Background: an optimization exercise with open tools, aiming at small area, a short achievable clock period and few clock cycles per item. Do not read the settings as production practice. Function was checked by simulation only, so behaviour that the tests miss may differ from the original. Power is estimated from default activity; no workload was simulated.

### design/flow/constraint.sdc
create_clock -name core_clock -period 10.0 [get_ports {clk}]
set_input_delay 2.0000 -clock core_clock [delete_from_list [all_inputs] [get_ports {clk}]]
set_output_delay 2.0000 -clock core_clock [all_outputs]
set_load 0.01 [all_outputs]
### design/flow/design.v
module systolic_dct_1d_param #(
    parameter int N         = 8,
    parameter int DATA_W    = 16,
    parameter int COEF_W    = 16,
    parameter int FRAC_BITS = 14,
    parameter int ACC_W     = DATA_W + COEF_W + $clog2(N),
    parameter int OUT_W     = 32
) (
    input  logic                      clk,
    input  logic                      rst,
    input  logic signed [DATA_W-1:0]  in_data,
    input  logic                      in_valid,
    output logic                      in_ready,
    input  logic                      coef_we,
    input  logic [$clog2(N*N)-1:0]    coef_addr,
    input  logic signed [COEF_W-1:0]  coef_wdata,
    output logic [N*OUT_W-1:0]        out_data,
    output logic                      out_valid,
    input  logic                      out_ready,
    output logic                      done,
    output logic                      busy
);
    localparam int AW = 35;                  
    localparam int YW = AW - FRAC_BITS;      
    localparam logic [AW-1:0] INIT = 35'h6db702000;
    logic [2:0]          cnt;
    logic                accept;
    logic                v1;
    logic [2:0]          n1;
    logic [7:0]          n1oh;
    logic [15:0]         x1;
    logic                v2, first2, last2;
    logic [15:0]         xs;
    logic [17:0]         xs3;
    logic [5:0]          dm1 [8];
    logic [5:0]          dm2 [8];
    logic [5:0]          dm3 [8];
    logic [5:0]          dm4 [8];
    logic [5:0]          dneg [8];
    logic [5:0]          de   [8];
    logic [15:0]         csel [8];
    logic [AW-1:0]       acc_s [8];
    logic [AW-1:0]       acc_c [8];
    logic [AW-1:0]       as_in [8];
    logic [AW-1:0]       ac_in [8];
    logic [AW-1:0]       s_nx  [8];
    logic [AW-1:0]       c_nx  [8];
    logic [YW-1:0]       y     [8];
    logic [YW-1:0]       y_nx  [8];
    logic                full_acc, inflight, transfer;
    logic [15:0]         coef [64];
    logic [63:0]         wen;
    logic [15:0]         wdata_q;
    assign inflight = (v1 && n1 == 3'd7) || last2 || full_acc;
    assign busy     = (cnt != 3'd0) || inflight;
    assign in_ready = (cnt != 3'd0) || !out_valid || !inflight;
    assign accept   = in_valid && in_ready;
    assign transfer = full_acc && !out_valid;
    always_ff @(posedge clk) begin
        if (rst) begin
            cnt      <= '0;
            v1       <= 1'b0;
            v2       <= 1'b0;
            first2   <= 1'b0;
            last2    <= 1'b0;
            full_acc <= 1'b0;
            out_valid <= 1'b0;
            done     <= 1'b0;
        end else begin
            if (accept) cnt <= cnt + 3'd1;
            v1       <= accept;
            v2       <= v1;
            first2   <= v1 && n1 == 3'd0;
            last2    <= v1 && n1 == 3'd7;
            full_acc <= last2 || (full_acc && !transfer);
            done     <= transfer;
            if (transfer)       out_valid <= 1'b1;
            else if (out_ready) out_valid <= 1'b0;
        end
    end
    always_comb begin
        for (int k = 0; k < 8; k++) begin
            csel[k] = '0;
            for (int n = 0; n < 8; n++) if (n1oh[n]) csel[k] = csel[k] | coef[k*8 + n];
        end
    end
    always_ff @(posedge clk) begin
        x1   <= in_data;
        n1   <= cnt;
        for (int n = 0; n < 8; n++) n1oh[n] <= (cnt == 3'(n));
        xs   <= v1 ? x1 : '0;
        xs3  <= v1 ? 18'({x1[15], x1[15], x1} + {x1[15], x1, 1'b0}) : '0;
        for (int k = 0; k < 8; k++) begin
            for (int j = 0; j < 6; j++) begin
                logic [3:0] w;
                logic       sg, nz, b3, b2, b1, b0;
                logic [2:0] mag;
                w[0] = (j == 0) ? 1'b0 : csel[k][3*j-1];
                w[1] = csel[k][3*j];
                w[2] = (3*j+1 > 15) ? csel[k][15] : csel[k][3*j+1];
                w[3] = (3*j+2 > 15) ? csel[k][15] : csel[k][3*j+2];
                {b3, b2, b1, b0} = w;
                mag[0] = b1 ^ b0;
                mag[1] = (b1 & b0 & ~b2) | (~b1 & ~b0 & b2);
                mag[2] = (b3 ^ b2) & (b1 ^ b0);
                nz = ~((b3 & b2 & b1 & b0) | (~b3 & ~b2 & ~b1 & ~b0));
                sg = b3 & ~(b2 & b1 & b0);
                dm1[k][j]  <= mag[0] & ~mag[2];
                dm2[k][j]  <= mag[1];
                dm3[k][j]  <= mag[2];
                dm4[k][j]  <= (~b3 & b2 & b1 & b0) | (b3 & ~b2 & ~b1 & ~b0);
                dneg[k][j] <= sg && v1;
                de[k][j]   <= v1 && !(sg ^ (nz && x1[15]));
            end
        end
    end
    assign wdata_q = coef_wdata & {16{~rst}};
    always_comb begin
        for (int i = 0; i < 64; i++) wen[i] = rst || (coef_we && !busy && coef_addr == 6'(i));
    end
    always_ff @(posedge clk) begin
        for (int i = 0; i < 64; i++) if (wen[i]) coef[i] <= wdata_q;
    end
    for (genvar k = 0; k < 8; k++) begin : g_mac
        assign as_in[k] = first2 ? INIT : acc_s[k];
        assign ac_in[k] = first2 ? '0 : acc_c[k];
        dct_mac_tree u_tree (
            .x(xs), .x3(xs3), .m1(dm1[k]), .m2(dm2[k]), .m3(dm3[k]), .m4(dm4[k]),
            .neg(dneg[k]), .e(de[k]),
            .as_i(as_in[k]), .ac_i(ac_in[k]), .s_o(s_nx[k]), .c_o(c_nx[k])
        );
        always_ff @(posedge clk) begin
            acc_s[k] <= s_nx[k];
            acc_c[k] <= c_nx[k];
        end
        dct_cpa u_cpa (.a(acc_s[k]), .b(acc_c[k]), .y(y_nx[k]));
        always_ff @(posedge clk) begin
            if (transfer) y[k] <= y_nx[k];
        end
        assign out_data[k*OUT_W +: OUT_W] = {{(OUT_W-YW){y[k][YW-1]}}, y[k]};
    end
endmodule
module dct_mac_tree (
    input  logic [15:0]   x,
    input  logic [17:0]   x3,
    input  logic [5:0]    m1,
    input  logic [5:0]    m2,
    input  logic [5:0]    m3,
    input  logic [5:0]    m4,
    input  logic [5:0]    neg,
    input  logic [5:0]    e,
    input  logic [34:0]   as_i,
    input  logic [34:0]   ac_i,
    output logic [34:0]   s_o,
    output logic [34:0]   c_o
);
    logic [17:0] x1m, x2m, x4m;
    assign x1m = {{2{x[15]}}, x};
    assign x2m = {x[15], x, 1'b0};
    assign x4m = {x, 2'b00};
    logic [17:0] r0;
    assign r0 = (({18{m1[0]}} & x1m) | ({18{m2[0]}} & x2m) | ({18{m3[0]}} & x3) | ({18{m4[0]}} & x4m)) ^ {18{neg[0]}};
    logic [17:0] r1;
    assign r1 = (({18{m1[1]}} & x1m) | ({18{m2[1]}} & x2m) | ({18{m3[1]}} & x3) | ({18{m4[1]}} & x4m)) ^ {18{neg[1]}};
    logic [17:0] r2;
    assign r2 = (({18{m1[2]}} & x1m) | ({18{m2[2]}} & x2m) | ({18{m3[2]}} & x3) | ({18{m4[2]}} & x4m)) ^ {18{neg[2]}};
    logic [17:0] r3;
    assign r3 = (({18{m1[3]}} & x1m) | ({18{m2[3]}} & x2m) | ({18{m3[3]}} & x3) | ({18{m4[3]}} & x4m)) ^ {18{neg[3]}};
    logic [17:0] r4;
    assign r4 = (({18{m1[4]}} & x1m) | ({18{m2[4]}} & x2m) | ({18{m3[4]}} & x3) | ({18{m4[4]}} & x4m)) ^ {18{neg[4]}};
    logic [17:0] r5;
    assign r5 = (({18{m1[5]}} & x1m) | ({18{m2[5]}} & x2m) | ({18{m3[5]}} & x3) | ({18{m4[5]}} & x4m)) ^ {18{neg[5]}};
    logic fs0, fc0;
    logic fs1, fc1;
    logic fs2, fc2;
    logic fs3, fc3;
    logic fs4, fc4;
    logic fs5, fc5;
    logic fs6, fc6;
    logic fs7, fc7;
    logic fs8, fc8;
    logic fs9, fc9;
    logic fs10, fc10;
    logic fs11, fc11;
    logic fs12, fc12;
    logic fs13, fc13;
    logic fs14, fc14;
    logic fs15, fc15;
    logic fs16, fc16;
    logic fs17, fc17;
    logic fs18, fc18;
    logic fs19, fc19;
    logic fs20, fc20;
    logic fs21, fc21;
    logic fs22, fc22;
    logic fs23, fc23;
    logic fs24, fc24;
    logic fs25, fc25;
    logic fs26, fc26;
    logic fs27, fc27;
    logic fs28, fc28;
    logic fs29, fc29;
    logic fs30, fc30;
    logic fs31, fc31;
    logic fs32, fc32;
    logic fs33, fc33;
    logic fs34, fc34;
    logic fs35, fc35;
    logic fs36, fc36;
    logic fs37, fc37;
    logic fs38, fc38;
    logic fs39, fc39;
    logic fs40, fc40;
    logic fs41, fc41;
    logic fs42, fc42;
    logic fs43, fc43;
    logic fs44, fc44;
    logic fs45, fc45;
    logic fs46, fc46;
    logic fs47, fc47;
    logic fs48, fc48;
    logic fs49, fc49;
    logic fs50, fc50;
    logic fs51, fc51;
    logic fs52, fc52;
    logic fs53, fc53;
    logic fs54, fc54;
    logic fs55, fc55;
    logic fs56, fc56;
    logic fs57, fc57;
    logic fs58, fc58;
    logic fs59, fc59;
    logic fs60, fc60;
    logic fs61, fc61;
    logic fs62, fc62;
    logic fs63, fc63;
    logic fs64, fc64;
    logic fs65, fc65;
    logic fs66, fc66;
    logic fs67, fc67;
    logic fs68, fc68;
    logic fs69, fc69;
    logic fs70, fc70;
    logic fs71, fc71;
    logic fs72, fc72;
    logic fs73, fc73;
    logic fs74, fc74;
    logic fs75, fc75;
    logic fs76, fc76;
    logic fs77, fc77;
    logic fs78, fc78;
    logic fs79, fc79;
    logic fs80, fc80;
    logic fs81, fc81;
    logic fs82, fc82;
    logic fs83, fc83;
    logic fs84, fc84;
    logic fs85, fc85;
    logic fs86, fc86;
    logic fs87, fc87;
    logic fs88, fc88;
    logic fs89, fc89;
    logic fs90, fc90;
    logic fs91, fc91;
    logic fs92, fc92;
    logic fs93, fc93;
    logic fs94, fc94;
    logic fs95, fc95;
    logic fs96, fc96;
    logic fs97, fc97;
    logic fs98, fc98;
    logic fs99, fc99;
    logic fs100, fc100;
    logic fs101, fc101;
    logic fs102, fc102;
    logic fs103, fc103;
    logic fs104, fc104;
    logic fs105, fc105;
    logic fs106, fc106;
    logic fs107, fc107;
    logic fs108, fc108;
    logic fs109, fc109;
    logic fs110, fc110;
    logic fs111, fc111;
    logic fs112, fc112;
    logic hs0, hc0;
    logic hs1, hc1;
    logic hs2, hc2;
    logic hs3, hc3;
    logic hs4, hc4;
    logic hs5, hc5;
    logic hs6, hc6;
    logic hs7, hc7;
    logic hs8, hc8;
    logic hs9, hc9;
    logic hs10, hc10;
    logic hs11, hc11;
    logic hs12, hc12;
    logic hs13, hc13;
    logic hs14, hc14;
    logic hs15, hc15;
    logic hs16, hc16;
    logic hs17, hc17;
    logic hs18, hc18;
    logic hs19, hc19;
    logic hs20, hc20;
    logic hs21, hc21;
    logic hs22, hc22;
    logic hs23, hc23;
    logic hs24, hc24;
    logic hs25, hc25;
    logic hs26, hc26;
    logic hs27, hc27;
    logic hs28, hc28;
    logic hs29, hc29;
    dct_ha u_ha0 (.a(neg[3]), .b(ac_i[9]), .s(hs0), .co(hc0));
    dct_ha u_ha1 (.a(ac_i[10]), .b(as_i[10]), .s(hs1), .co(hc1));
    dct_ha u_ha2 (.a(ac_i[11]), .b(as_i[11]), .s(hs2), .co(hc2));
    dct_fa u_fa0 (.a(neg[4]), .b(ac_i[12]), .c(as_i[12]), .s(fs0), .co(fc0));
    dct_ha u_ha3 (.a(r0[12]), .b(r1[9]), .s(hs3), .co(hc3));
    dct_fa u_fa1 (.a(ac_i[13]), .b(as_i[13]), .c(r0[13]), .s(fs1), .co(fc1));
    dct_ha u_ha4 (.a(r1[10]), .b(r2[7]), .s(hs4), .co(hc4));
    dct_fa u_fa2 (.a(ac_i[14]), .b(as_i[14]), .c(r0[14]), .s(fs2), .co(fc2));
    dct_ha u_ha5 (.a(r1[11]), .b(r2[8]), .s(hs5), .co(hc5));
    dct_fa u_fa3 (.a(neg[5]), .b(ac_i[15]), .c(as_i[15]), .s(fs3), .co(fc3));
    dct_fa u_fa4 (.a(r0[15]), .b(r1[12]), .c(r2[9]), .s(fs4), .co(fc4));
    dct_ha u_ha6 (.a(r3[6]), .b(r4[3]), .s(hs6), .co(hc6));
    dct_fa u_fa5 (.a(ac_i[16]), .b(as_i[16]), .c(r0[16]), .s(fs5), .co(fc5));
    dct_fa u_fa6 (.a(r1[13]), .b(r2[10]), .c(r3[7]), .s(fs6), .co(fc6));
    dct_ha u_ha7 (.a(r4[4]), .b(r5[1]), .s(hs7), .co(hc7));
    dct_fa u_fa7 (.a(e[0]), .b(ac_i[17]), .c(as_i[17]), .s(fs7), .co(fc7));
    dct_fa u_fa8 (.a(r1[14]), .b(r2[11]), .c(r3[8]), .s(fs8), .co(fc8));
    dct_ha u_ha8 (.a(r4[5]), .b(r5[2]), .s(hs8), .co(hc8));
    dct_fa u_fa9 (.a(ac_i[18]), .b(as_i[18]), .c(r1[15]), .s(fs9), .co(fc9));
    dct_fa u_fa10 (.a(r2[12]), .b(r3[9]), .c(r4[6]), .s(fs10), .co(fc10));
    dct_fa u_fa11 (.a(ac_i[19]), .b(as_i[19]), .c(r1[16]), .s(fs11), .co(fc11));
    dct_ha u_ha9 (.a(r2[13]), .b(r3[10]), .s(hs9), .co(hc9));
    dct_fa u_fa12 (.a(e[1]), .b(ac_i[20]), .c(as_i[20]), .s(fs12), .co(fc12));
    dct_ha u_ha10 (.a(r2[14]), .b(r3[11]), .s(hs10), .co(hc10));
    dct_fa u_fa13 (.a(ac_i[21]), .b(as_i[21]), .c(r2[15]), .s(fs13), .co(fc13));
    dct_ha u_ha11 (.a(ac_i[22]), .b(as_i[22]), .s(hs11), .co(hc11));
    dct_ha u_ha12 (.a(e[2]), .b(ac_i[23]), .s(hs12), .co(hc12));
    dct_ha u_ha13 (.a(neg[1]), .b(ac_i[3]), .s(hs13), .co(hc13));
    dct_ha u_ha14 (.a(ac_i[4]), .b(as_i[4]), .s(hs14), .co(hc14));
    dct_ha u_ha15 (.a(ac_i[5]), .b(as_i[5]), .s(hs15), .co(hc15));
    dct_fa u_fa14 (.a(neg[2]), .b(ac_i[6]), .c(as_i[6]), .s(fs14), .co(fc14));
    dct_ha u_ha16 (.a(r0[6]), .b(r1[3]), .s(hs16), .co(hc16));
    dct_fa u_fa15 (.a(ac_i[7]), .b(as_i[7]), .c(r0[7]), .s(fs15), .co(fc15));
    dct_ha u_ha17 (.a(r1[4]), .b(r2[1]), .s(hs17), .co(hc17));
    dct_fa u_fa16 (.a(ac_i[8]), .b(as_i[8]), .c(r0[8]), .s(fs16), .co(fc16));
    dct_ha u_ha18 (.a(r1[5]), .b(r2[2]), .s(hs18), .co(hc18));
    dct_fa u_fa17 (.a(as_i[9]), .b(hs0), .c(r0[9]), .s(fs17), .co(fc17));
    dct_fa u_fa18 (.a(r1[6]), .b(r2[3]), .c(r3[0]), .s(fs18), .co(fc18));
    dct_fa u_fa19 (.a(hc0), .b(hs1), .c(r0[10]), .s(fs19), .co(fc19));
    dct_fa u_fa20 (.a(r1[7]), .b(r2[4]), .c(r3[1]), .s(fs20), .co(fc20));
    dct_fa u_fa21 (.a(hc1), .b(hs2), .c(r0[11]), .s(fs21), .co(fc21));
    dct_fa u_fa22 (.a(r1[8]), .b(r2[5]), .c(r3[2]), .s(fs22), .co(fc22));
    dct_fa u_fa23 (.a(hc2), .b(r2[6]), .c(r3[3]), .s(fs23), .co(fc23));
    dct_fa u_fa24 (.a(r4[0]), .b(fs0), .c(hs3), .s(fs24), .co(fc24));
    dct_fa u_fa25 (.a(r3[4]), .b(r4[1]), .c(fc0), .s(fs25), .co(fc25));
    dct_fa u_fa26 (.a(hc3), .b(hs4), .c(fs1), .s(fs26), .co(fc26));
    dct_fa u_fa27 (.a(r3[5]), .b(r4[2]), .c(hc4), .s(fs27), .co(fc27));
    dct_fa u_fa28 (.a(hs5), .b(fc1), .c(fs2), .s(fs28), .co(fc28));
    dct_fa u_fa29 (.a(r5[0]), .b(fs3), .c(hc5), .s(fs29), .co(fc29));
    dct_fa u_fa30 (.a(hs6), .b(fc2), .c(fs4), .s(fs30), .co(fc30));
    dct_fa u_fa31 (.a(fc3), .b(hc6), .c(hs7), .s(fs31), .co(fc31));
    dct_fa u_fa32 (.a(fc4), .b(fs5), .c(fs6), .s(fs32), .co(fc32));
    dct_fa u_fa33 (.a(fs7), .b(hc7), .c(hs8), .s(fs33), .co(fc33));
    dct_fa u_fa34 (.a(fc5), .b(fc6), .c(fs8), .s(fs34), .co(fc34));
    dct_fa u_fa35 (.a(r5[3]), .b(fc7), .c(hc8), .s(fs35), .co(fc35));
    dct_fa u_fa36 (.a(fc8), .b(fs10), .c(fs9), .s(fs36), .co(fc36));
    dct_fa u_fa37 (.a(r4[7]), .b(r5[4]), .c(hs9), .s(fs37), .co(fc37));
    dct_fa u_fa38 (.a(fc10), .b(fc9), .c(fs11), .s(fs38), .co(fc38));
    dct_fa u_fa39 (.a(r4[8]), .b(r5[5]), .c(fs12), .s(fs39), .co(fc39));
    dct_fa u_fa40 (.a(hc9), .b(hs10), .c(fc11), .s(fs40), .co(fc40));
    dct_fa u_fa41 (.a(r3[12]), .b(r4[9]), .c(r5[6]), .s(fs41), .co(fc41));
    dct_fa u_fa42 (.a(fc12), .b(hc10), .c(fs13), .s(fs42), .co(fc42));
    dct_fa u_fa43 (.a(hs11), .b(r2[16]), .c(r3[13]), .s(fs43), .co(fc43));
    dct_fa u_fa44 (.a(r4[10]), .b(r5[7]), .c(fc13), .s(fs44), .co(fc44));
    dct_fa u_fa45 (.a(as_i[23]), .b(hc11), .c(hs12), .s(fs45), .co(fc45));
    dct_fa u_fa46 (.a(r3[14]), .b(r4[11]), .c(r5[8]), .s(fs46), .co(fc46));
    dct_fa u_fa47 (.a(ac_i[24]), .b(as_i[24]), .c(hc12), .s(fs47), .co(fc47));
    dct_fa u_fa48 (.a(r3[15]), .b(r4[12]), .c(r5[9]), .s(fs48), .co(fc48));
    dct_fa u_fa49 (.a(ac_i[25]), .b(as_i[25]), .c(r3[16]), .s(fs49), .co(fc49));
    dct_ha u_ha19 (.a(r4[13]), .b(r5[10]), .s(hs19), .co(hc19));
    dct_fa u_fa50 (.a(e[3]), .b(ac_i[26]), .c(as_i[26]), .s(fs50), .co(fc50));
    dct_ha u_ha20 (.a(r4[14]), .b(r5[11]), .s(hs20), .co(hc20));
    dct_fa u_fa51 (.a(ac_i[27]), .b(as_i[27]), .c(r4[15]), .s(fs51), .co(fc51));
    dct_ha u_ha21 (.a(ac_i[28]), .b(as_i[28]), .s(hs21), .co(hc21));
    dct_ha u_ha22 (.a(e[4]), .b(ac_i[29]), .s(hs22), .co(hc22));
    dct_ha u_ha23 (.a(neg[0]), .b(ac_i[0]), .s(hs23), .co(hc23));
    dct_ha u_ha24 (.a(ac_i[1]), .b(as_i[1]), .s(hs24), .co(hc24));
    dct_ha u_ha25 (.a(ac_i[2]), .b(as_i[2]), .s(hs25), .co(hc25));
    dct_fa u_fa52 (.a(as_i[3]), .b(hs13), .c(r0[3]), .s(fs52), .co(fc52));
    dct_fa u_fa53 (.a(hc13), .b(hs14), .c(r0[4]), .s(fs53), .co(fc53));
    dct_fa u_fa54 (.a(hc14), .b(hs15), .c(r0[5]), .s(fs54), .co(fc54));
    dct_fa u_fa55 (.a(hc15), .b(r2[0]), .c(fs14), .s(fs55), .co(fc55));
    dct_fa u_fa56 (.a(fc14), .b(hc16), .c(hs17), .s(fs56), .co(fc56));
    dct_fa u_fa57 (.a(hc17), .b(hs18), .c(fc15), .s(fs57), .co(fc57));
    dct_fa u_fa58 (.a(hc18), .b(fc16), .c(fs17), .s(fs58), .co(fc58));
    dct_fa u_fa59 (.a(fc17), .b(fc18), .c(fs19), .s(fs59), .co(fc59));
    dct_fa u_fa60 (.a(fc19), .b(fc20), .c(fs21), .s(fs60), .co(fc60));
    dct_fa u_fa61 (.a(fc21), .b(fc22), .c(fs23), .s(fs61), .co(fc61));
    dct_fa u_fa62 (.a(fc23), .b(fs25), .c(fc24), .s(fs62), .co(fc62));
    dct_fa u_fa63 (.a(fc25), .b(fs27), .c(fc26), .s(fs63), .co(fc63));
    dct_fa u_fa64 (.a(fc27), .b(fs29), .c(fc28), .s(fs64), .co(fc64));
    dct_fa u_fa65 (.a(fc29), .b(fs31), .c(fc30), .s(fs65), .co(fc65));
    dct_fa u_fa66 (.a(fc31), .b(fs33), .c(fc32), .s(fs66), .co(fc66));
    dct_fa u_fa67 (.a(fc33), .b(fs35), .c(fc34), .s(fs67), .co(fc67));
    dct_fa u_fa68 (.a(fc35), .b(fs37), .c(fc36), .s(fs68), .co(fc68));
    dct_fa u_fa69 (.a(fs39), .b(fc37), .c(fc38), .s(fs69), .co(fc69));
    dct_fa u_fa70 (.a(fs41), .b(fc39), .c(fc40), .s(fs70), .co(fc70));
    dct_fa u_fa71 (.a(fc41), .b(fs43), .c(fc42), .s(fs71), .co(fc71));
    dct_fa u_fa72 (.a(fs45), .b(fc43), .c(fs46), .s(fs72), .co(fc72));
    dct_fa u_fa73 (.a(fc45), .b(fs47), .c(fc46), .s(fs73), .co(fc73));
    dct_fa u_fa74 (.a(fc47), .b(hs19), .c(fc48), .s(fs74), .co(fc74));
    dct_fa u_fa75 (.a(fs50), .b(hc19), .c(hs20), .s(fs75), .co(fc75));
    dct_fa u_fa76 (.a(r5[12]), .b(fc50), .c(hc20), .s(fs76), .co(fc76));
    dct_fa u_fa77 (.a(hs21), .b(r4[16]), .c(r5[13]), .s(fs77), .co(fc77));
    dct_fa u_fa78 (.a(as_i[29]), .b(hc21), .c(hs22), .s(fs78), .co(fc78));
    dct_fa u_fa79 (.a(ac_i[30]), .b(as_i[30]), .c(hc22), .s(fs79), .co(fc79));
    dct_ha u_ha26 (.a(ac_i[31]), .b(as_i[31]), .s(hs26), .co(hc26));
    dct_ha u_ha27 (.a(e[5]), .b(ac_i[32]), .s(hs27), .co(hc27));
    dct_ha u_ha28 (.a(as_i[0]), .b(hs23), .s(hs28), .co(hc28));
    dct_fa u_fa80 (.a(hc23), .b(hs24), .c(r0[1]), .s(fs80), .co(fc80));
    dct_fa u_fa81 (.a(hc24), .b(hs25), .c(r0[2]), .s(fs81), .co(fc81));
    dct_fa u_fa82 (.a(hc25), .b(r1[0]), .c(fs52), .s(fs82), .co(fc82));
    dct_fa u_fa83 (.a(r1[1]), .b(fc52), .c(fs53), .s(fs83), .co(fc83));
    dct_fa u_fa84 (.a(r1[2]), .b(fc53), .c(fs54), .s(fs84), .co(fc84));
    dct_fa u_fa85 (.a(hs16), .b(fc54), .c(fs55), .s(fs85), .co(fc85));
    dct_fa u_fa86 (.a(fs15), .b(fc55), .c(fs56), .s(fs86), .co(fc86));
    dct_fa u_fa87 (.a(fs16), .b(fc56), .c(fs57), .s(fs87), .co(fc87));
    dct_fa u_fa88 (.a(fs18), .b(fc57), .c(fs58), .s(fs88), .co(fc88));
    dct_fa u_fa89 (.a(fs20), .b(fc58), .c(fs59), .s(fs89), .co(fc89));
    dct_fa u_fa90 (.a(fs22), .b(fc59), .c(fs60), .s(fs90), .co(fc90));
    dct_fa u_fa91 (.a(fs24), .b(fc60), .c(fs61), .s(fs91), .co(fc91));
    dct_fa u_fa92 (.a(fc61), .b(fs26), .c(fs62), .s(fs92), .co(fc92));
    dct_fa u_fa93 (.a(fs28), .b(fc62), .c(fs63), .s(fs93), .co(fc93));
    dct_fa u_fa94 (.a(fs30), .b(fc63), .c(fs64), .s(fs94), .co(fc94));
    dct_fa u_fa95 (.a(fs32), .b(fc64), .c(fs65), .s(fs95), .co(fc95));
    dct_fa u_fa96 (.a(fs34), .b(fc65), .c(fs66), .s(fs96), .co(fc96));
    dct_fa u_fa97 (.a(fs36), .b(fc66), .c(fs67), .s(fs97), .co(fc97));
    dct_fa u_fa98 (.a(fs38), .b(fc67), .c(fs68), .s(fs98), .co(fc98));
    dct_fa u_fa99 (.a(fs40), .b(fc68), .c(fs69), .s(fs99), .co(fc99));
    dct_fa u_fa100 (.a(fs42), .b(fc69), .c(fs70), .s(fs100), .co(fc100));
    dct_fa u_fa101 (.a(fs44), .b(fc70), .c(fs71), .s(fs101), .co(fc101));
    dct_fa u_fa102 (.a(fc44), .b(fs72), .c(fc71), .s(fs102), .co(fc102));
    dct_fa u_fa103 (.a(fs48), .b(fc72), .c(fs73), .s(fs103), .co(fc103));
    dct_fa u_fa104 (.a(fs49), .b(fc73), .c(fs74), .s(fs104), .co(fc104));
    dct_fa u_fa105 (.a(fc49), .b(fs75), .c(fc74), .s(fs105), .co(fc105));
    dct_fa u_fa106 (.a(fs51), .b(fc75), .c(fs76), .s(fs106), .co(fc106));
    dct_fa u_fa107 (.a(fc51), .b(fs77), .c(fc76), .s(fs107), .co(fc107));
    dct_fa u_fa108 (.a(r5[14]), .b(fs78), .c(fc77), .s(fs108), .co(fc108));
    dct_fa u_fa109 (.a(r5[15]), .b(fc78), .c(fs79), .s(fs109), .co(fc109));
    dct_fa u_fa110 (.a(hs26), .b(r5[16]), .c(fc79), .s(fs110), .co(fc110));
    dct_fa u_fa111 (.a(as_i[32]), .b(hc26), .c(hs27), .s(fs111), .co(fc111));
    dct_fa u_fa112 (.a(ac_i[33]), .b(as_i[33]), .c(hc27), .s(fs112), .co(fc112));
    dct_ha u_ha29 (.a(ac_i[34]), .b(as_i[34]), .s(hs29), .co(hc29));
    assign s_o[0] = r0[0];
    assign c_o[0] = hs28;
    assign s_o[1] = hc28;
    assign c_o[1] = fs80;
    assign s_o[2] = fc80;
    assign c_o[2] = fs81;
    assign s_o[3] = fc81;
    assign c_o[3] = fs82;
    assign s_o[4] = fc82;
    assign c_o[4] = fs83;
    assign s_o[5] = fc83;
    assign c_o[5] = fs84;
    assign s_o[6] = fc84;
    assign c_o[6] = fs85;
    assign s_o[7] = fc85;
    assign c_o[7] = fs86;
    assign s_o[8] = fc86;
    assign c_o[8] = fs87;
    assign s_o[9] = fc87;
    assign c_o[9] = fs88;
    assign s_o[10] = fc88;
    assign c_o[10] = fs89;
    assign s_o[11] = fc89;
    assign c_o[11] = fs90;
    assign s_o[12] = fc90;
    assign c_o[12] = fs91;
    assign s_o[13] = fc91;
    assign c_o[13] = fs92;
    assign s_o[14] = fc92;
    assign c_o[14] = fs93;
    assign s_o[15] = fc93;
    assign c_o[15] = fs94;
    assign s_o[16] = fc94;
    assign c_o[16] = fs95;
    assign s_o[17] = fc95;
    assign c_o[17] = fs96;
    assign s_o[18] = fc96;
    assign c_o[18] = fs97;
    assign s_o[19] = fc97;
    assign c_o[19] = fs98;
    assign s_o[20] = fc98;
    assign c_o[20] = fs99;
    assign s_o[21] = fs100;
    assign c_o[21] = fc99;
    assign s_o[22] = fc100;
    assign c_o[22] = fs101;
    assign s_o[23] = fs102;
    assign c_o[23] = fc101;
    assign s_o[24] = fs103;
    assign c_o[24] = fc102;
    assign s_o[25] = fc103;
    assign c_o[25] = fs104;
    assign s_o[26] = fc104;
    assign c_o[26] = fs105;
    assign s_o[27] = fs106;
    assign c_o[27] = fc105;
    assign s_o[28] = fc106;
    assign c_o[28] = fs107;
    assign s_o[29] = fs108;
    assign c_o[29] = fc107;
    assign s_o[30] = fs109;
    assign c_o[30] = fc108;
    assign s_o[31] = fc109;
    assign c_o[31] = fs110;
    assign s_o[32] = fs111;
    assign c_o[32] = fc110;
    assign s_o[33] = fc111;
    assign c_o[33] = fs112;
    assign s_o[34] = hs29;
    assign c_o[34] = fc112;
endmodule
module dct_fa (input logic a, input logic b, input logic c, output logic s, output logic co);
    assign s  = a ^ b ^ c;
    assign co = (a & b) | (a & c) | (b & c);
endmodule
module dct_ha (input logic a, input logic b, output logic s, output logic co);
    assign s  = a ^ b;
    assign co = a & b;
endmodule
module dct_cpa (
    input  logic [34:0] a,
    input  logic [34:0] b,
    output logic [20:0] y
);
    wire [34:0] g = a & b;
    wire [34:0] p = a ^ b;
    wire gg0 = g[1] | (p[1] & g[0]);
    wire pp0 = p[1] & p[0];
    wire gg1 = g[3] | (p[3] & g[2]);
    wire pp1 = p[3] & p[2];
    wire gg2 = g[5] | (p[5] & g[4]);
    wire pp2 = p[5] & p[4];
    wire gg3 = g[7] | (p[7] & g[6]);
    wire pp3 = p[7] & p[6];
    wire gg4 = g[9] | (p[9] & g[8]);
    wire pp4 = p[9] & p[8];
    wire gg5 = g[11] | (p[11] & g[10]);
    wire pp5 = p[11] & p[10];
    wire gg6 = g[13] | (p[13] & g[12]);
    wire pp6 = p[13] & p[12];
    wire gg7 = g[15] | (p[15] & g[14]);
    wire pp7 = p[15] & p[14];
    wire gg8 = g[17] | (p[17] & g[16]);
    wire pp8 = p[17] & p[16];
    wire gg9 = g[19] | (p[19] & g[18]);
    wire pp9 = p[19] & p[18];
    wire gg10 = g[21] | (p[21] & g[20]);
    wire pp10 = p[21] & p[20];
    wire gg11 = g[23] | (p[23] & g[22]);
    wire pp11 = p[23] & p[22];
    wire gg12 = g[25] | (p[25] & g[24]);
    wire pp12 = p[25] & p[24];
    wire gg13 = g[27] | (p[27] & g[26]);
    wire pp13 = p[27] & p[26];
    wire gg14 = g[29] | (p[29] & g[28]);
    wire pp14 = p[29] & p[28];
    wire gg15 = g[31] | (p[31] & g[30]);
    wire pp15 = p[31] & p[30];
    wire gg16 = g[33] | (p[33] & g[32]);
    wire pp16 = p[33] & p[32];
    wire gg17 = gg1 | (pp1 & gg0);
    wire pp17 = pp1 & pp0;
    wire gg18 = gg3 | (pp3 & gg2);
    wire pp18 = pp3 & pp2;
    wire gg19 = gg5 | (pp5 & gg4);
    wire pp19 = pp5 & pp4;
    wire gg20 = gg7 | (pp7 & gg6);
    wire pp20 = pp7 & pp6;
    wire gg21 = gg9 | (pp9 & gg8);
    wire pp21 = pp9 & pp8;
    wire gg22 = gg11 | (pp11 & gg10);
    wire pp22 = pp11 & pp10;
    wire gg23 = gg13 | (pp13 & gg12);
    wire pp23 = pp13 & pp12;
    wire gg24 = gg15 | (pp15 & gg14);
    wire pp24 = pp15 & pp14;
    wire gg25 = gg18 | (pp18 & gg17);
    wire pp25 = pp18 & pp17;
    wire gg26 = gg20 | (pp20 & gg19);
    wire pp26 = pp20 & pp19;
    wire gg27 = gg22 | (pp22 & gg21);
    wire pp27 = pp22 & pp21;
    wire gg28 = gg24 | (pp24 & gg23);
    wire pp28 = pp24 & pp23;
    wire gg29 = gg26 | (pp26 & gg25);
    wire pp29 = pp26 & pp25;
    wire gg30 = gg28 | (pp28 & gg27);
    wire pp30 = pp28 & pp27;
    wire gg31 = gg30 | (pp30 & gg29);
    wire pp31 = pp30 & pp29;
    wire gg32 = gg27 | (pp27 & gg29);
    wire pp32 = pp27 & pp29;
    wire gg33 = gg19 | (pp19 & gg25);
    wire pp33 = pp19 & pp25;
    wire gg34 = gg21 | (pp21 & gg29);
    wire pp34 = pp21 & pp29;
    wire gg35 = gg23 | (pp23 & gg32);
    wire pp35 = pp23 & pp32;
    wire gg36 = gg2 | (pp2 & gg17);
    wire pp36 = pp2 & pp17;
    wire gg37 = gg4 | (pp4 & gg25);
    wire pp37 = pp4 & pp25;
    wire gg38 = gg6 | (pp6 & gg33);
    wire pp38 = pp6 & pp33;
    wire gg39 = gg8 | (pp8 & gg29);
    wire pp39 = pp8 & pp29;
    wire gg40 = gg10 | (pp10 & gg34);
    wire pp40 = pp10 & pp34;
    wire gg41 = gg12 | (pp12 & gg32);
    wire pp41 = pp12 & pp32;
    wire gg42 = gg14 | (pp14 & gg35);
    wire pp42 = pp14 & pp35;
    wire gg43 = gg16 | (pp16 & gg31);
    wire pp43 = pp16 & pp31;
    wire gg44 = g[2] | (p[2] & gg0);
    wire pp44 = p[2] & pp0;
    wire gg45 = g[4] | (p[4] & gg17);
    wire pp45 = p[4] & pp17;
    wire gg46 = g[6] | (p[6] & gg36);
    wire pp46 = p[6] & pp36;
    wire gg47 = g[8] | (p[8] & gg25);
    wire pp47 = p[8] & pp25;
    wire gg48 = g[10] | (p[10] & gg37);
    wire pp48 = p[10] & pp37;
    wire gg49 = g[12] | (p[12] & gg33);
    wire pp49 = p[12] & pp33;
    wire gg50 = g[14] | (p[14] & gg38);
    wire pp50 = p[14] & pp38;
    wire gg51 = g[16] | (p[16] & gg29);
    wire pp51 = p[16] & pp29;
    wire gg52 = g[18] | (p[18] & gg39);
    wire pp52 = p[18] & pp39;
    wire gg53 = g[20] | (p[20] & gg34);
    wire pp53 = p[20] & pp34;
    wire gg54 = g[22] | (p[22] & gg40);
    wire pp54 = p[22] & pp40;
    wire gg55 = g[24] | (p[24] & gg32);
    wire pp55 = p[24] & pp32;
    wire gg56 = g[26] | (p[26] & gg41);
    wire pp56 = p[26] & pp41;
    wire gg57 = g[28] | (p[28] & gg35);
    wire pp57 = p[28] & pp35;
    wire gg58 = g[30] | (p[30] & gg42);
    wire pp58 = p[30] & pp42;
    wire gg59 = g[32] | (p[32] & gg31);
    wire pp59 = p[32] & pp31;
    wire gg60 = g[34] | (p[34] & gg43);
    wire pp60 = p[34] & pp43;
    assign y[0] = p[14] ^ gg38;
    assign y[1] = p[15] ^ gg50;
    assign y[2] = p[16] ^ gg29;
    assign y[3] = p[17] ^ gg51;
    assign y[4] = p[18] ^ gg39;
    assign y[5] = p[19] ^ gg52;
    assign y[6] = p[20] ^ gg34;
    assign y[7] = p[21] ^ gg53;
    assign y[8] = p[22] ^ gg40;
    assign y[9] = p[23] ^ gg54;
    assign y[10] = p[24] ^ gg32;
    assign y[11] = p[25] ^ gg55;
    assign y[12] = p[26] ^ gg41;
    assign y[13] = p[27] ^ gg56;
    assign y[14] = p[28] ^ gg35;
    assign y[15] = p[29] ^ gg57;
    assign y[16] = p[30] ^ gg42;
    assign y[17] = p[31] ^ gg58;
    assign y[18] = p[32] ^ gg31;
    assign y[19] = p[33] ^ gg59;
    assign y[20] = p[34] ^ gg43;
endmodule
### design/flow/config.mk
export PLATFORM = sky130hd
export DESIGN_NAME = systolic_dct_1d_param
export DESIGN_NICKNAME = systolic_dct_1d_param
export VERILOG_FILES = /design/flow/design.v
export SDC_FILE = /design/flow/constraint.sdc
export NUM_CORES = 4
export LEC_CHECK = 0
export CAP_MARGIN = 20
export CORE_MARGIN = 2
export CORE_UTILIZATION = 40
export SETUP_SLACK_MARGIN = 5
export SLEW_MARGIN = 20
export SYNTH_HIERARCHICAL = 1
### design/flow/run.sh
#!/bin/bash
# synth_recipe.tcl (not shown) runs the flow's synth.tcl, then flattens the netlist and writes it again
# the make line also repeats each setting of config.mk as NAME=value (left out here)
make -C /OpenROAD-flow-scripts/flow DESIGN_CONFIG=/design/flow/config.mk WORK_HOME=/design/flow/orfs CLKGATE_MAP_FILE= SYNTH_SCRIPT=/design/flow/synth_recipe.tcl finish
==> run summary <==
status - timing/DRC/antenna clean
Setup Buffers After CTS - 0
Worst setup SP type - flip-flop
PostCTS Resize Cnt - 0
Synth Register Bits - 2092
P&R area growth vs syn - 6.02%
Placer Congestion - 0.840
critical path's largest stage delay - 710 ps
syn_area_per_cell - 12.9 µm²
WL final - 381000 µm
Worst Path Arrival - 5370 ps
Tmin final - 4620 ps
first-pass GRT wire length - 575000 µm
Commonest cells post-synth - edfxtp_1, fa_1, dfxtp_1, xnor2_1, ha_1
cell chain of the critical path - buf_12 > buf_4 > a22o_1 > a221oi_2 > xnor2_1 > fa_1 > fa_1 > fa_1 > fa_1
DIE AREA - 344000 µm²
Port Buf Inserts - 302
Residual DRC - 0
Cells after Synth - 10600
Total Routing Usage GR - 21.7%
worst path bufs/invs - 2
post-layout net count - 11600
Final Setup Violations - 0
Power Dens Cells - 262 nW/µm²
vias in the first global route - 88400
count of cell types in the netlist - 66
Worst Skew - 67.7 ps
clock sinks - 2092
Core Box Area - 339000 µm²
post-synth top area cell - edfxtp_1
CP delay by family, top - adder cells
Clock Tree Root - clkbuf_16
row count - 214
CTS tree - built
worst slew pin tran - 1260 ps
synthesis warning total - 36
CP Capture Type - flip-flop
final core utilization - 42.5%
share of cells above drive strength 1 - 16.5%
slowest CP cell - dfxtp_4
Initial Util - 40.1%
Slew headroom - 15.4%
wire length per cell - 26.2 µm
drt pass-1 iters - 7
Setup CP Type - flip-flop to flip-flop
P_leak - 56.0 nW
register area share after synthesis - 39.6%
maximum level of the CTS H-tree - 4
EDFF count, synth - 1192
Reg clk slew, reported paths - 60 ps
CTS hold repair buffers - 0
Max Root-Sink Buffers - 4
Final ANT Viol Nets - 0
setup TNS - 0 ps
most common cell in the netlist - edfxtp_1
share of the synthesized area in the top cell type - 26.3%
GR Overflow Total - 0
worst hold path class - flip-flop to flip-flop
initial antenna violation count - 21
Worst-Skew Late Latency - 910 ps
post-DP HPWL - 247000 µm
Inserted Clock Buffers - 229
Max-Cap Viols - 0
die height - 587 µm
Synth Flop Type - edfxtp_1
most frequent CP cell - fa_1
total number of vias - 83800
routed vias/inst - 5.76
pin count of the biggest net entering global routing - 167
Final Cycle Share - 46.2%
RSZ-0062 raised after global routing - false
Cell Area, Synth - 136000 µm²
Final Hold Vio Count - 0
chip width - 587 µm
fin. max-slew vios - 0
worst vdd ir - 0.000158 V
top achievable clock speed - 0.217 GHz
# IOs - 303
critical-path maximum fanout - 65
ys async rst share - 0%
top cells by area, synth - edfxtp_1, fa_1, dfxtp_1
DRT iter0 DRCs - 7747
WP data required - 10750 ps
-- modules after synthesis (local to each module, per instance) --
module	area, µm²	flip-flops and latches	times used	cells
systolic_dct_1d_param	72500	2092	1	4744
dct_mac_tree	4120	0	8	449
dct_cpa	1170	0	8	134
dct_fa	20.0	0	904	1
dct_ha	12.5	0	240	1
-- power breakdown --
part           leakage [nW]  switching (mW)  internal (mW)
Clock                  3.69            3.57           5.06
Combinational          32.9            8.63           7.14
Sequential             19.5            2.05           11.3
-- routing by layer --
metal	track usage [%]	up-vias	part of all wire [%]
met1	28.6	42900	42
met4	8.99	14	4.2
met2	35.3	3314	47
met3	3.54	783	7.2
li1	-	36800	-
met5	0	-	0.024
-- flip-flops by register name, summed over array words and instances (netlist names), 8 cells and up --
name and count:
dm1 48, dm4 40, n1oh 8, acc_c 280, dm3 40, y 168, x1 16, acc_s 280
dneg 48, xs 14, coef 1024, dm2 48, xs3 18, de 48
-- cell type report --
cell class                 count  area, µm²
antenna                        4       10.0
clock inverter               138       1460
inverter                     200        754
fill                       30700     195000
sequential                  2092      53900
multi-input combinational   6832      71500
clock buffer                 280       6150
tap                         4536       5680
timing repair buffer         481       4570
-- cells by family (layout without fill, tap and decap cells) --
kind of cell    Yosys count  count (layout)  synth area share, %
fa+ha+maj              1742            1742                 21.5
simple gates           1505            1505                 6.31
other cells               1              60              0.00276
buf+inv                1683            1099                 8.03
flops                  2092            2092                 39.6
compound gates         2558            2558                 18.3
xor+xnor                961             961                 6.19
mux                      10              10               0.0746
-- worst paths after layout --
kind	from	to	slack [ps]	depth (start not counted)
setup / recovery	xs[12]	acc_c[4][18]	5380	9
hold / removal	cnt[0]	n1[0]	400	0
hold reg to reg	cnt[0]	n1[0]	400	0
setup reg to reg	xs[12]	acc_c[4][18]	5380	9
-- per-stage QoR --
| stage | power, mW | area (µm²) | std cells | worst slack [ps] | hold slack, ps |
|---|---|---|---|---|---|
| 2_1_floorplan | 30.1 | 136000 | 10600 | 5530 | 372 |
| 3_3_place_gp | 28.7 | 136000 | 14100 | 4940 | 387 |
| 3_5_place_dp | 29.4 | 136000 | 14100 | 4920 | 388 |
| 4_1_cts | 38.2 | 144000 | 14600 | 5370 | 396 |
| 5_1_grt | 40.9 | 144000 | 14600 | 5310 | 414 |
| 6_report | 37.8 | 144000 | 14600 | 5380 | 395 |
-- cells in the final DEF, fill, tap and decap left out, drive strengths merged, types with 180 or more instances in the layout --
master / netlist / layout
dfxtp: 900 / 900
nor2: 199 / 199
clkbuf: 202 / 280
a221oi: 704 / 704
edfxtp: 1192 / 1192
fa: 985 / 985
xnor2: 805 / 805
nor2b: 560 / 560
ha: 757 / 757
inv: 200 / 208
a22oi: 608 / 608
a22o: 704 / 704
clkdlybuf4s50: 0 / 301
buf: 1281 / 180
nand2: 257 / 257
Testbench counts, summed over its fixed seeds: cycles 3,104, blocks 384.

-- static timing again, ports no longer ideal --
In the flow no input, the clock included, has a driving cell. The finished layout below was timed again as built, in two steps. Step 1 sets driving cells, clkbuf_16 on the clock port and buf_2 on the other inputs (assumed; they add their load-dependent delay and slew). Step 2, shift: input delay + t, output delay - t, t = (earliest + latest rising clock arrival at the registers) / 2. This alone moves slack from input paths to output paths. a / b / c = ideal ports / drivers / drivers and shift; a / b = the first two.
t, ns: 0.972
setup WS [ns]: 5.381 / 5.328 / 4.791
hold WS [ns]: 0.395 / 0.395 / 0.395
latest minus earliest clock arrival (ns): 0.072 / 0.072
worst register clock-pin slew, ns: 0.07 / 0.07
After both steps setup and hold are still met in this run. For this run, drivers alone change the setup slack by -0.053 ns; drivers and shift together by -0.590 ns.
